This design comes from an exercise in tuning for a short achievable clock period and few clock cycles on the open sky130 flow, not from production work.
Function was checked by simulation only, so behaviour that the tests miss may differ from the original.
Power figures rest on the tool's default switching activity, not on a simulated workload.

### design.v
module ksAdd #(
    parameter int   W   = 32,
    parameter logic CIN = 1'b0
) (
    input  logic [W-1:0] a,
    input  logic [W-1:0] b,
    output logic [W-1:0] sum,
    output logic         cout
);
    localparam int L = (W > 16) ? 5 : (W > 8) ? 4 : (W > 4) ? 3 : 2;
    logic [L:0][W-1:0] g;
    logic [L:0][W-1:0] p;
    assign p[0] = a ^ b;
    assign g[0][0] = CIN ? (a[0] | b[0]) : (a[0] & b[0]);
    for (genvar i = 1; i < W; i++) begin : gen0
        assign g[0][i] = a[i] & b[i];
    end
    for (genvar l = 0; l < L; l++) begin : genL
        for (genvar i = 0; i < W; i++) begin : genI
            if (i >= (1 << l)) begin : genC
                assign g[l+1][i] = g[l][i] | (p[l][i] & g[l][i-(1<<l)]);
                assign p[l+1][i] = p[l][i] & p[l][i-(1<<l)];
            end else begin : genP
                assign g[l+1][i] = g[l][i];
                assign p[l+1][i] = p[l][i];
            end
        end
    end
    assign sum  = p[0] ^ {g[L][W-2:0], CIN};
    assign cout = g[L][W-1];
endmodule
module opSel #(
    parameter int W = 32
) (
    input  logic         fromRes,
    input  logic         fromLoad,
    input  logic [W-1:0] res,
    input  logic [W-1:0] ld,
    input  logic [W-1:0] val,
    output logic [W-1:0] op
);
    assign op = fromRes ? res : fromLoad ? ld : val;
endmodule
module exAdd (
    input  logic        clk,
    input  logic [31:0] dA,
    input  logic [31:0] dB,
    input  logic        dAM,
    input  logic        dAL,
    input  logic        dBM,
    input  logic        dBL,
    input  logic        dSel,
    input  logic [31:0] res,
    input  logic [31:0] ld,
    output logic [31:0] out
);
    logic [31:0] a, b, m, opA, opB, sum;
    logic        aM, aL, bM, bL, sel, cout;
    always_ff @(posedge clk) begin
        a   <= dA;
        b   <= dB;
        m   <= res;
        aM  <= dAM;
        aL  <= dAL;
        bM  <= dBM;
        bL  <= dBL;
        sel <= dSel;
    end
    opSel u_a (.fromRes(aM), .fromLoad(aL), .res(m), .ld(ld), .val(a), .op(opA));
    opSel u_b (.fromRes(bM), .fromLoad(bL), .res(m), .ld(ld), .val(b), .op(opB));
    ksAdd #(.W(32), .CIN(1'b0)) u_sum (.a(opA), .b(opB), .sum(sum), .cout(cout));
    assign out = {32{sel}} & sum;
endmodule
module exSub (
    input  logic        clk,
    input  logic [31:0] dA,
    input  logic [31:0] dB,
    input  logic        dAM,
    input  logic        dAL,
    input  logic        dBM,
    input  logic        dBL,
    input  logic        dSub,
    input  logic        dSlt,
    input  logic [31:0] res,
    input  logic [31:0] ld,
    output logic [31:0] out
);
    logic [31:0] a, b, m, opA, opB, diff;
    logic        aM, aL, bM, bL, sub, slt, cout, lt;
    always_ff @(posedge clk) begin
        a   <= dA;
        b   <= dB;
        m   <= res;
        aM  <= dAM;
        aL  <= dAL;
        bM  <= dBM;
        bL  <= dBL;
        sub <= dSub;
        slt <= dSlt;
    end
    opSel u_a (.fromRes(aM), .fromLoad(aL), .res(m), .ld(ld), .val(a), .op(opA));
    opSel u_b (.fromRes(bM), .fromLoad(bL), .res(m), .ld(ld), .val(b), .op(opB));
    ksAdd #(.W(32), .CIN(1'b1)) u_diff (.a(opA), .b(~opB), .sum(diff), .cout(cout));
    assign lt  = (opA[31] != opB[31]) ? opA[31] : diff[31];
    assign out = ({32{sub}} & diff) | {31'd0, slt && lt};
endmodule
module exLogic (
    input  logic        clk,
    input  logic [31:0] dA,
    input  logic [31:0] dB,
    input  logic        dAM,
    input  logic        dAL,
    input  logic        dBM,
    input  logic        dBL,
    input  logic        dAnd,
    input  logic        dOr,
    input  logic        dXor,
    input  logic [31:0] res,
    input  logic [31:0] ld,
    output logic [31:0] out
);
    logic [31:0] a, b, m, opA, opB;
    logic        aM, aL, bM, bL, selAnd, selOr, selXor;
    always_ff @(posedge clk) begin
        a      <= dA;
        b      <= dB;
        m      <= res;
        aM     <= dAM;
        aL     <= dAL;
        bM     <= dBM;
        bL     <= dBL;
        selAnd <= dAnd;
        selOr  <= dOr;
        selXor <= dXor;
    end
    opSel u_a (.fromRes(aM), .fromLoad(aL), .res(m), .ld(ld), .val(a), .op(opA));
    opSel u_b (.fromRes(bM), .fromLoad(bL), .res(m), .ld(ld), .val(b), .op(opB));
    assign out = ({32{selAnd}} & (opA & opB)) | ({32{selOr}} & (opA | opB)) |
                 ({32{selXor}} & (opA ^ opB));
endmodule
module exShift (
    input  logic        clk,
    input  logic [31:0] dA,
    input  logic [4:0]  dB,
    input  logic        dAM,
    input  logic        dAL,
    input  logic        dBM,
    input  logic        dBL,
    input  logic        dSll,
    input  logic        dSrl,
    input  logic        dSra,
    input  logic [31:0] res,
    input  logic [31:0] ld,
    output logic [31:0] out
);
    logic [31:0] a, m, opA, shl, shr;
    logic [4:0]  b, opB;
    logic        aM, aL, bM, bL, sll, srl, sra;
    always_ff @(posedge clk) begin
        a   <= dA;
        b   <= dB;
        m   <= res;
        aM  <= dAM;
        aL  <= dAL;
        bM  <= dBM;
        bL  <= dBL;
        sll <= dSll;
        srl <= dSrl;
        sra <= dSra;
    end
    opSel #(.W(32)) u_a (.fromRes(aM), .fromLoad(aL), .res(m), .ld(ld), .val(a), .op(opA));
    opSel #(.W(5))  u_b (.fromRes(bM), .fromLoad(bL), .res(m[4:0]), .ld(ld[4:0]), .val(b), .op(opB));
    assign shl = opA << opB;
    assign shr = 32'($signed({sra && opA[31], opA}) >>> opB);
    assign out = ({32{sll}} & shl) | ({32{srl || sra}} & shr);
endmodule
module exBranch (
    input  logic        clk,
    input  logic [31:0] dA,
    input  logic [31:0] dB,
    input  logic        dAM,
    input  logic        dAL,
    input  logic        dBM,
    input  logic        dBL,
    input  logic        dBeq,
    input  logic        dBne,
    input  logic        dBlt,
    input  logic        dBge,
    input  logic [31:0] res,
    input  logic [31:0] ld,
    output logic        eq,
    output logic        lt,
    output logic        beq,
    output logic        bne,
    output logic        blt,
    output logic        bge
);
    logic [31:0] a, b, m, opA, opB, diff;
    logic        aM, aL, bM, bL, cout;
    always_ff @(posedge clk) begin
        a   <= dA;
        b   <= dB;
        m   <= res;
        aM  <= dAM;
        aL  <= dAL;
        bM  <= dBM;
        bL  <= dBL;
        beq <= dBeq;
        bne <= dBne;
        blt <= dBlt;
        bge <= dBge;
    end
    opSel u_a (.fromRes(aM), .fromLoad(aL), .res(m), .ld(ld), .val(a), .op(opA));
    opSel u_b (.fromRes(bM), .fromLoad(bL), .res(m), .ld(ld), .val(b), .op(opB));
    ksAdd #(.W(32), .CIN(1'b1)) u_diff (.a(opA), .b(~opB), .sum(diff), .cout(cout));
    assign eq = opA == opB;
    assign lt = (opA[31] != opB[31]) ? opA[31] : diff[31];
endmodule
module exStore (
    input  logic        clk,
    input  logic [31:0] dS,
    input  logic        dSM,
    input  logic        dSL,
    input  logic [31:0] res,
    input  logic [31:0] ld,
    output logic [31:0] out
);
    logic [31:0] s, m;
    logic        sM, sL;
    always_ff @(posedge clk) begin
        s  <= dS;
        m  <= res;
        sM <= dSM;
        sL <= dSL;
    end
    opSel u_s (.fromRes(sM), .fromLoad(sL), .res(m), .ld(ld), .val(s), .op(out));
endmodule
module riscvCore (
    input  logic        clk,
    input  logic        rst,
    input  logic [31:0] instr,
    input  logic [31:0] dReadData,
    output logic [31:0] pc,
    output logic        iMemRead,
    output logic [31:0] dAddr,
    output logic [31:0] dWriteData,
    output logic        dRead,
    output logic        dWrite
);
    localparam logic [31:0] INITIAL_PC = 32'h0040_0000;
    localparam logic [6:0] OP_RTYPE  = 7'b0110011;
    localparam logic [6:0] OP_ITYPE  = 7'b0010011;
    localparam logic [6:0] OP_LOAD   = 7'b0000011;
    localparam logic [6:0] OP_STORE  = 7'b0100011;
    localparam logic [6:0] OP_BRANCH = 7'b1100011;
    localparam int BHT_BITS = 6;
    logic [31:0] pcF;
    logic        dValid;
    logic [31:0] dInstr;
    logic [31:0] dPc;
    logic        dPredT;
    logic        stall;
    logic        redirect;
    logic [31:0] redirPc;
    logic        eWr, eLd, eSt;
    logic [4:0]  eRd;
    logic        ePredT, eStatic;
    logic [BHT_BITS-1:0] eIdx;
    logic [31:0] eRedirPc;
    logic        mWr, mLd, mSt;
    logic [4:0]  mRd;
    logic [31:0] mRes;
    logic        mBr, mAgree, mTaken, mBack;
    logic [BHT_BITS-1:0] mIdx;
    logic        wWr, wLd;
    logic [4:0]  wRd;
    logic [31:0] wRes;
    logic [31:0] wData;
    logic [31:0] rf [1:31];
    logic [1:0]  bht [2**BHT_BITS];
    logic [4:0]  lpTrip [2**BHT_BITS];
    logic [4:0]  lpIter [2**BHT_BITS];
    logic        lpConf [2**BHT_BITS];
    logic        lpAt   [2**BHT_BITS];
    logic [1:0]  fAgree;
    logic        fExit;
    logic        fPredT;
    logic [31:0] pcN;
    assign fAgree = bht[pcF[BHT_BITS+1:2]];
    assign fExit  = lpConf[pcF[BHT_BITS+1:2]] && lpAt[pcF[BHT_BITS+1:2]];
    assign fPredT = (instr[6:0] == OP_BRANCH) && !instr[13] &&
                    (instr[31] ? (fAgree[1] && !fExit) : !fAgree[1]);
    fetchNext u_next (
        .pcF     (pcF),
        .instr   (instr),
        .predT   (fPredT),
        .hold    (stall),
        .redirect(redirect),
        .redirPc (redirPc),
        .pcN     (pcN)
    );
    always_ff @(posedge clk) begin
        if (rst) begin
            pcF <= INITIAL_PC;
        end else begin
            pcF <= pcN;
        end
    end
    portReg #(.W(32)) u_pcOut (
        .clk(clk),
        .d  (rst ? INITIAL_PC : pcN),
        .q  (pc)
    );
    always_ff @(posedge clk) begin
        if (rst || redirect) begin
            dValid <= 1'b0;
        end else if (!stall) begin
            dValid <= 1'b1;
        end
        if (!stall) begin
            dInstr <= instr;
            dPc    <= pcF;
            dPredT <= fPredT;
        end
    end
    logic [6:0]  opcode;
    logic [2:0]  funct3;
    logic [4:0]  rs1, rs2, rd;
    logic        isR, isI, isLd, isSt, isBr, isAlu;
    logic        rs1Used, rs2Used, dWr;
    logic [31:0] immI, immS, immB;
    logic [31:0] rv1, rv2, bv;
    logic        alt;
    assign opcode  = dInstr[6:0];
    assign funct3  = dInstr[14:12];
    assign rs1     = dInstr[19:15];
    assign rs2     = dInstr[24:20];
    assign rd      = dInstr[11:7];
    assign isR     = dValid && opcode == OP_RTYPE;
    assign isI     = dValid && opcode == OP_ITYPE;
    assign isLd    = dValid && opcode == OP_LOAD;
    assign isSt    = dValid && opcode == OP_STORE;
    assign isBr    = dValid && opcode == OP_BRANCH;
    assign isAlu   = isR || isI;
    assign rs1Used = isR || isI || isLd || isSt || isBr;
    assign rs2Used = isR || isSt || isBr;
    assign dWr     = (isR || isI || isLd) && rd != 5'd0;
    assign alt     = dInstr[31:25] == 7'b0100000;
    assign immI = {{20{dInstr[31]}}, dInstr[31:20]};
    assign immS = {{20{dInstr[31]}}, dInstr[31:25], dInstr[11:7]};
    assign immB = {{20{dInstr[31]}}, dInstr[7], dInstr[30:25], dInstr[11:8], 1'b0};
    assign wData = wLd ? dReadData : wRes;
    always_comb begin
        if (rs1 == 5'd0) begin
            rv1 = 32'd0;
        end else if (mWr && !mLd && mRd == rs1) begin
            rv1 = mRes;
        end else if (wWr && wRd == rs1) begin
            rv1 = wData;
        end else begin
            rv1 = rf[rs1];
        end
        if (rs2 == 5'd0) begin
            rv2 = 32'd0;
        end else if (mWr && !mLd && mRd == rs2) begin
            rv2 = mRes;
        end else if (wWr && wRd == rs2) begin
            rv2 = wData;
        end else begin
            rv2 = rf[rs2];
        end
    end
    assign bv = (isI || isLd) ? immI : isSt ? immS : rv2;
    logic        dValidN;
    logic [31:0] dInstrN;
    logic        nLdE;
    logic [4:0]  nRdE;
    logic        nUse1, nUse2, stallN;
    logic [6:0]  nOp;
    assign dValidN = !rst && !redirect && (stall ? dValid : 1'b1);
    assign dInstrN = stall ? dInstr : instr;
    assign nLdE    = !(rst || redirect || stall) && isLd && dWr;
    assign nRdE    = rd;
    assign nOp     = dInstrN[6:0];
    assign nUse1   = nOp == OP_RTYPE || nOp == OP_ITYPE || nOp == OP_LOAD || nOp == OP_STORE || nOp == OP_BRANCH;
    assign nUse2   = nOp == OP_RTYPE || nOp == OP_STORE || nOp == OP_BRANCH;
    assign stallN  = dValidN &&
        nLdE && ((nUse1 && dInstrN[19:15] == nRdE) || (nUse2 && dInstrN[24:20] == nRdE));
    always_ff @(posedge clk) begin
        stall <= stallN;
    end
    portReg #(.W(1)) u_imrOut (
        .clk(clk),
        .d  (!stallN),
        .q  (iMemRead)
    );
    logic fwd1, fwd2, ld1, ld2, bubble;
    logic fAM, fAL, fBM, fBL, fSM, fSL;
    assign fwd1   = eWr && !eLd && eRd == rs1;
    assign fwd2   = eWr && !eLd && eRd == rs2;
    assign ld1    = !fwd1 && mWr && mLd && mRd == rs1;
    assign ld2    = !fwd2 && mWr && mLd && mRd == rs2;
    assign fAM    = fwd1 && rs1Used;
    assign fAL    = ld1 && rs1Used;
    assign fBM    = fwd2 && (isR || isBr);
    assign fBL    = ld2 && (isR || isBr);
    assign fSM    = fwd2 && rs2Used;
    assign fSL    = ld2 && rs2Used;
    assign bubble = rst || redirect || stall;
    logic sAdd, sSub, sSlt, sAnd, sOr, sXor, sSll, sSrl, sSra;
    assign sSub = isR && funct3 == 3'b000 && alt;
    assign sAdd = !(isAlu && funct3 != 3'b000 && funct3 != 3'b011) && !sSub;
    assign sSll = isAlu && funct3 == 3'b001;
    assign sSlt = isAlu && funct3 == 3'b010;
    assign sXor = isAlu && funct3 == 3'b100;
    assign sSrl = isAlu && funct3 == 3'b101 && !alt;
    assign sSra = isAlu && funct3 == 3'b101 && alt;
    assign sOr  = isAlu && funct3 == 3'b110;
    assign sAnd = isAlu && funct3 == 3'b111;
    always_ff @(posedge clk) begin
        eRd      <= rd;
        ePredT   <= dPredT;
        eStatic  <= dInstr[31];
        eIdx     <= dPc[BHT_BITS+1:2];
        eRedirPc <= dPredT ? dPc + 32'd4 : dPc + immB;
        if (bubble) begin
            eWr <= 1'b0;
            eLd <= 1'b0;
            eSt <= 1'b0;
        end else begin
            eWr <= dWr;
            eLd <= isLd;
            eSt <= isSt;
        end
    end
    logic [31:0] res, resAdd, resSub, resLogic, resShift, storeData;
    logic        eq, lt, isCondBr;
    logic        eBeq, eBne, eBlt, eBge;
    logic        taken;
    exAdd u_add (
        .clk(clk), .dA(rv1), .dB(bv), .dAM(fAM), .dAL(fAL), .dBM(fBM), .dBL(fBL),
        .dSel(sAdd), .res(res), .ld(dReadData), .out(resAdd)
    );
    exSub u_sub (
        .clk(clk), .dA(rv1), .dB(bv), .dAM(fAM), .dAL(fAL), .dBM(fBM), .dBL(fBL),
        .dSub(sSub), .dSlt(sSlt), .res(res), .ld(dReadData), .out(resSub)
    );
    exLogic u_logic (
        .clk(clk), .dA(rv1), .dB(bv), .dAM(fAM), .dAL(fAL), .dBM(fBM), .dBL(fBL),
        .dAnd(sAnd), .dOr(sOr), .dXor(sXor), .res(res), .ld(dReadData), .out(resLogic)
    );
    exShift u_shift (
        .clk(clk), .dA(rv1), .dB(bv[4:0]), .dAM(fAM), .dAL(fAL), .dBM(fBM), .dBL(fBL),
        .dSll(sSll), .dSrl(sSrl), .dSra(sSra), .res(res), .ld(dReadData), .out(resShift)
    );
    exBranch u_branch (
        .clk(clk), .dA(rv1), .dB(rv2), .dAM(fAM), .dAL(fAL), .dBM(fSM), .dBL(fSL),
        .dBeq(!bubble && isBr && funct3 == 3'b000), .dBne(!bubble && isBr && funct3 == 3'b001),
        .dBlt(!bubble && isBr && funct3 == 3'b100), .dBge(!bubble && isBr && funct3 == 3'b101),
        .res(res), .ld(dReadData), .eq(eq), .lt(lt),
        .beq(eBeq), .bne(eBne), .blt(eBlt), .bge(eBge)
    );
    exStore u_store (
        .clk(clk), .dS(rv2), .dSM(fSM), .dSL(fSL), .res(res), .ld(dReadData), .out(storeData)
    );
    assign res = resAdd | resSub | resLogic | resShift;
    assign isCondBr = eBeq || eBne || eBlt || eBge;
    assign taken    = (eBeq && eq) || (eBne && !eq) || (eBlt && lt) || (eBge && !lt);
    logic mStN, mLdN;
    assign mLdN = !(rst || redirect) && eLd;
    assign mStN = !(rst || redirect) && eSt;
    always_ff @(posedge clk) begin
        mRes    <= res;
        mRd     <= eRd;
        mIdx    <= eIdx;
        mAgree  <= taken == eStatic;
        mTaken  <= taken;
        mBack   <= eStatic;
        redirPc <= eRedirPc;
        mLd     <= mLdN;
        mSt     <= mStN;
        if (rst || redirect) begin
            mWr      <= 1'b0;
            mBr      <= 1'b0;
            redirect <= 1'b0;
        end else begin
            mWr      <= eWr;
            mBr      <= isCondBr;
            redirect <= isCondBr && (taken != ePredT);
        end
    end
    portReg #(.W(32)) u_addrOut  (.clk(clk), .d(res),       .q(dAddr));
    portReg #(.W(32)) u_wdataOut (.clk(clk), .d(storeData), .q(dWriteData));
    portReg #(.W(1))  u_readOut  (.clk(clk), .d(mLdN),      .q(dRead));
    portReg #(.W(1))  u_writeOut (.clk(clk), .d(mStN),      .q(dWrite));
    always_ff @(posedge clk) begin
        for (int i = 0; i < 2**BHT_BITS; i++) begin
            if (rst) begin
                lpTrip[i] <= 5'd0;
                lpIter[i] <= 5'd0;
                lpConf[i] <= 1'b0;
                lpAt[i]   <= 1'b0;
            end else if (mBr && mBack && mIdx == i) begin
                if (mTaken) begin
                    if (lpIter[i] != 5'd31) begin
                        lpIter[i] <= lpIter[i] + 5'd1;
                    end
                    lpAt[i] <= lpIter[i] + 5'd1 == lpTrip[i];
                end else begin
                    lpTrip[i] <= lpIter[i];
                    lpIter[i] <= 5'd0;
                    lpConf[i] <= lpIter[i] == lpTrip[i] && lpIter[i] != 5'd31;
                    lpAt[i]   <= lpIter[i] == 5'd0;
                end
            end
        end
    end
    always_ff @(posedge clk) begin
        for (int i = 0; i < 2**BHT_BITS; i++) begin
            if (rst) begin
                bht[i] <= 2'b10;
            end else if (mBr && mIdx == i) begin
                if (mAgree && bht[i] != 2'b11) begin
                    bht[i] <= bht[i] + 2'd1;
                end else if (!mAgree && bht[i] != 2'b00) begin
                    bht[i] <= bht[i] - 2'd1;
                end
            end
        end
    end
    always_ff @(posedge clk) begin
        wRes <= mRes;
        wRd  <= mRd;
        if (rst) begin
            wWr <= 1'b0;
            wLd <= 1'b0;
        end else begin
            wWr <= mWr;
            wLd <= mLd;
        end
    end
    always_ff @(posedge clk) begin
        if (wWr) begin
            rf[wRd] <= wData;
        end
    end
endmodule
module portReg #(
    parameter int W = 32
) (
    input  logic         clk,
    input  logic [W-1:0] d,
    output logic [W-1:0] q
);
    always_ff @(posedge clk) begin
        q <= d;
    end
endmodule
module fetchNext (
    input  logic [31:0] pcF,
    input  logic [31:0] instr,
    input  logic        predT,
    input  logic        hold,
    input  logic        redirect,
    input  logic [31:0] redirPc,
    output logic [31:0] pcN
);
    logic [12:0] lowSum;
    logic        lowCarry;
    logic [18:0] hiInc, hiDec, hi;
    logic        selP1, selM1, sel0;
    logic [31:0] target, plus4;
    logic        selRedir, selHold, selT, selInc;
    ksAdd #(.W(13), .CIN(1'b0)) u_low (
        .a   (pcF[12:0]),
        .b   ({instr[31], instr[7], instr[30:25], instr[11:8], 1'b0}),
        .sum (lowSum),
        .cout(lowCarry)
    );
    assign hiInc = pcF[31:13] + 19'd1;
    assign hiDec = pcF[31:13] - 19'd1;
    assign selP1 = !instr[31] && lowCarry;
    assign selM1 = instr[31] && !lowCarry;
    assign sel0  = instr[31] == lowCarry;
    assign hi    = ({19{selP1}} & hiInc) | ({19{selM1}} & hiDec) | ({19{sel0}} & pcF[31:13]);
    assign target = {hi, lowSum};
    assign plus4  = pcF + 32'd4;
    assign selRedir = redirect;
    assign selHold  = !redirect && hold;
    assign selT     = !redirect && !hold && predT;
    assign selInc   = !redirect && !hold && !predT;
    assign pcN = ({32{selRedir}} & redirPc) | ({32{selHold}} & pcF) |
                 ({32{selT}} & target) | ({32{selInc}} & plus4);
endmodule
### constraint.sdc
create_clock -name core_clock -period 7.5 [get_ports {clk}]
set_input_delay 1.5000 -clock core_clock [delete_from_list [all_inputs] [get_ports {clk}]]
set_output_delay 1.5000 -clock core_clock [all_outputs]
set_load 0.01 [all_outputs]
### config.mk
export PLATFORM = sky130hd
export DESIGN_NAME = riscvCore
export DESIGN_NICKNAME = riscvCore
export VERILOG_FILES = /design/flow/design.v
export SDC_FILE = /design/flow/constraint.sdc
export NUM_CORES = 4
export LEC_CHECK = 0
export CAP_MARGIN = 20
export CORE_MARGIN = 2
export CORE_UTILIZATION = 35
export PLACE_DENSITY = 0.55
export SETUP_SLACK_MARGIN = 4.5
export SLEW_MARGIN = 20
export SYNTH_HIERARCHICAL = 1
export SYNTH_MINIMUM_KEEP_SIZE = 0
### run.sh
#!/bin/bash
# synth_recipe.tcl (not shown) runs the flow's synth.tcl, then flattens the netlist and writes it again
# the make line also repeats each setting of config.mk as NAME=value (left out here)
make -C /OpenROAD-flow-scripts/flow DESIGN_CONFIG=/design/flow/config.mk WORK_HOME=/design/flow/orfs CLKGATE_MAP_FILE= SYNTH_SCRIPT=/design/flow/synth_recipe.tcl finish
==> impl_metrics.csv <==
group,metric,value,unit
logic_synthesis,ys_warn_count,20,
clock_network,clk_latency,960,ps
clock_network,clkSinkCount,2807,
final_layout,multi_input_area,72550,µm²
route,via_count,106800,
setup_path,rr_worst_depth,15,
floorplanning,io_pins,165,
final_layout,final_nets,13790,
clock_network,cts_root_buf,"clkbuf_16",
logic_synthesis,avgSynthCellArea,10.83,µm²
floorplanning,num_rows,232,
timing,finalHoldViolations,0,
setup_path,critPathArrivalTime,4840,ps
clock_network,clk_pin_slew,60,ps
global_routing,grt_max_degree,252,
final_layout,synthToLayoutAreaGrowth,19.56,%
power,power_leakage,61.43,nW
run,max_cap_violations,0,
logic_synthesis,synth_fp_nets,13410,
floorplanning,initial_core_util,0.3514,
placement,dp.final_hpwl,295500,µm
clock_network,htreeDepth,5,
worst_hold_path,min_path_type,"flop to flop",
placement,io_buffers,164,
route,wl_per_cell,25.41,µm
setup_path,cp-startpoint,"dReadData[18]",
final_layout,drive_gt1_frac,0.2125,
global_routing,grt_util_all_layers,0.2253,
timing,fin_crit_sh,0.5538,
setup_path,critPathCaptureType,"flop",
clock_network,ctsHoldBuffers,0,
setup_path,timing.rr.start,"u_sub.aL",
timing,relSlewSlack,0.1999,
route,firstDrtPassIters,6,
timing,tightest_slew,1192,ps
route,via_per_inst,5.656,
floorplanning,die_h,636.8,µm
timing,max_freq,240.7,MHz
timing,slew_violations,0,
power,max-vdd-ir-drop,0.2326,mV
timing,fin_crit,4154,ps
setup_path,r2r_setup_slack,3400,ps
final_layout,fin_area,167500,µm²
global_routing,grt_pass1_wl,690700,µm
route,drt_iter0_drc,11470,
final_layout,seqCellArea,66860,µm²
floorplanning,fp.dieW,636.8,µm
run_status,status,"complete, no violations",
clock_network,tritoncts,"built",
placement,gp_congestion,0.9270,
setup_path,worstReg2RegEnd,"u_logic.m[0]",
setup_path,path_class,"input pin to flop",
global_routing,overflow,0,
timing,setup_tns,0,ps
final_layout,num-fill-cells,37590,
route,drc,0,
setup_path,startpoint_type,"input pin",
power,powerDensity,245.7,nW/µm²
timing,setup_viol,0,
route,routed_wl,479600,µm
placement,place_area,146900,µm²
clock_network,cts_inserted_buffers,320,
logic_synthesis,synthCells,12940,
timing,finClkSkew,118.1,ps
setup_path,crit_fanout,8,
floorplanning,dieArea,405500,µm²
logic_synthesis,syn-cell-area,140100,µm²
floorplanning,coreArea,398800,µm²
setup_path,endpoint,"u_logic.m[0]",
global_routing,grt_pass1_vias,101000,
global_routing,antenna_found_initial,32,
power,total_power,0.04117,W
route,ant_nets,0,
clock_network,clock_path_buffers,4,
timing,rsz0062_at_grt,"yes",
setup_path,worstPathRequired,8180,ps
==> power by group <==
group	switching [W]	internal, W	total, W	leakage, nW
sequential	0.000700	0.0178	0.0185	24.0
clock	0.00663	0.00930	0.0159	5.22
combinational	0.00422	0.00256	0.00678	32.2
==> worst min-delay path by stage <==
stage	startpoint	end	depth (start not counted)
detailed placement	eRedirPc[26]	redirPc[26]	0
global route	eIdx[3]	mIdx[3]	0
CTS	eRedirPc[14]	redirPc[14]	0
finish	mRes[5]	wRes[5]	0
global placement	eIdx[3]	mIdx[3]	0
floorplan	eIdx[0]	mIdx[0]	0
==> area by class of cell <==
class | count | share of cell area
diodes | 38 | 0.0005676
multi-input cells | 8988 | 0.4330
clock buffers | 428 | 0.05401
flip-flops and latches | 2807 | 0.3990
repair inverters | 2 | 0.00005974
repair buffers | 816 | 0.05542
inverters | 388 | 0.009021
well taps | 5265 | 0.03932
clock inverters | 146 | 0.009529
==> state kept, by name, indices dropped and copies added (netlist names), 64 cells and up <==
name    flops
lpConf     64
lpTrip    320
rf        992
bht       128
lpIter    320
lpAt       64
==> layer usage <==
metal | track usage | up-vias | wire length [µm]
met1 | 0.2991 | 52840 | 199000
met4 | 0.1156 | 2 | 27150
met3 | 0.03215 | 1043 | 35660
li1 | - | 48730 | -
met5 | 0 | - | 13
met2 | 0.3578 | 4149 | 217800
==> placed cells by master (no fill, tap or decap), types with 73 or more instances in the layout <==
cell       instances
a211oi_1          75
a21oi_1          900
a22oi_1          260
a31oi_1           77
and3_1           143
buf_12            78
buf_4            379
buf_6            140
clkbuf_16        345
dfxtp_1         1678
edfxtp_1        1040
ha_1             357
inv_1            371
mux2i_1          807
mux4_2           557
nand2_1          845
nand3_1          229
nand3b_1          76
nand4_1           89
nor2_1          1070
nor3_1           173
nor4_1           125
o211ai_1          96
o21ai_0          366
o21ai_1          316
o21ai_2           76
o21bai_1          73
or3_1             73
xnor2_1          463
xor2_1           313
==> what timing repair did <==
item                                     CTS  global route
pin swaps                                186           107
buffers inserted                         306           111
cloned                                    43            14
resized for setup                       1386           398
endpoints found under the setup margin  1110          1133
==> critical path, cell delays in order <==
cell	delay, ps
buf_2	110
buf_6	120
mux2i_1	130
o21ai_1	70
inv_1	100
ha_4	230
buf_4	150
a21oi_1	130
o21ai_1	120
a31oi_1	280
nor3b_4	280
a21oi_4	110
a31oi_4	290
xnor2_2	100
nand2b_1	150
a311o_1	320
or4_4	630
==> per-stage QoR <==
stage                 util  std cells  worst slack (ps)  hold slack, ps
floorplan                -      12940              3057           309.6
global placement    0.3684      17790              1163           310.6
detailed placement  0.3684      17790              1178           312.1
CTS                 0.4124      18720              3438           319.0
global route        0.4200      18860              3290           331.3
finish              0.4201      18880              3346           306.4
Testbench counts, summed over its fixed seeds: cycles 231,610.

what the ideal ports hide:
Ports are ideal in the flow. The routed layout listed here was re-timed in OpenROAD.
Step 1, drivers: a clkbuf_16 drives clk and a buf_2 each remaining input, both assumed.
Step 2 also shifts input and output timing later by t, the mid clock arrival at the registers, as if the neighbouring blocks saw the same clock.
Slacks: ideal / step 1 / step 2; pairs: ideal / step 1.
shift t [ns]: 1.018
slack for setup (ns): 3.346 / 3.334 / 2.315
slew at the worst register clock pin (ns): 0.07 / 0.07
pins driven straight from the clock port: 1
After both steps setup and hold are still met in this run. The setup slack of this run moves by -0.012 ns with the drivers and by -1.031 ns with both steps.
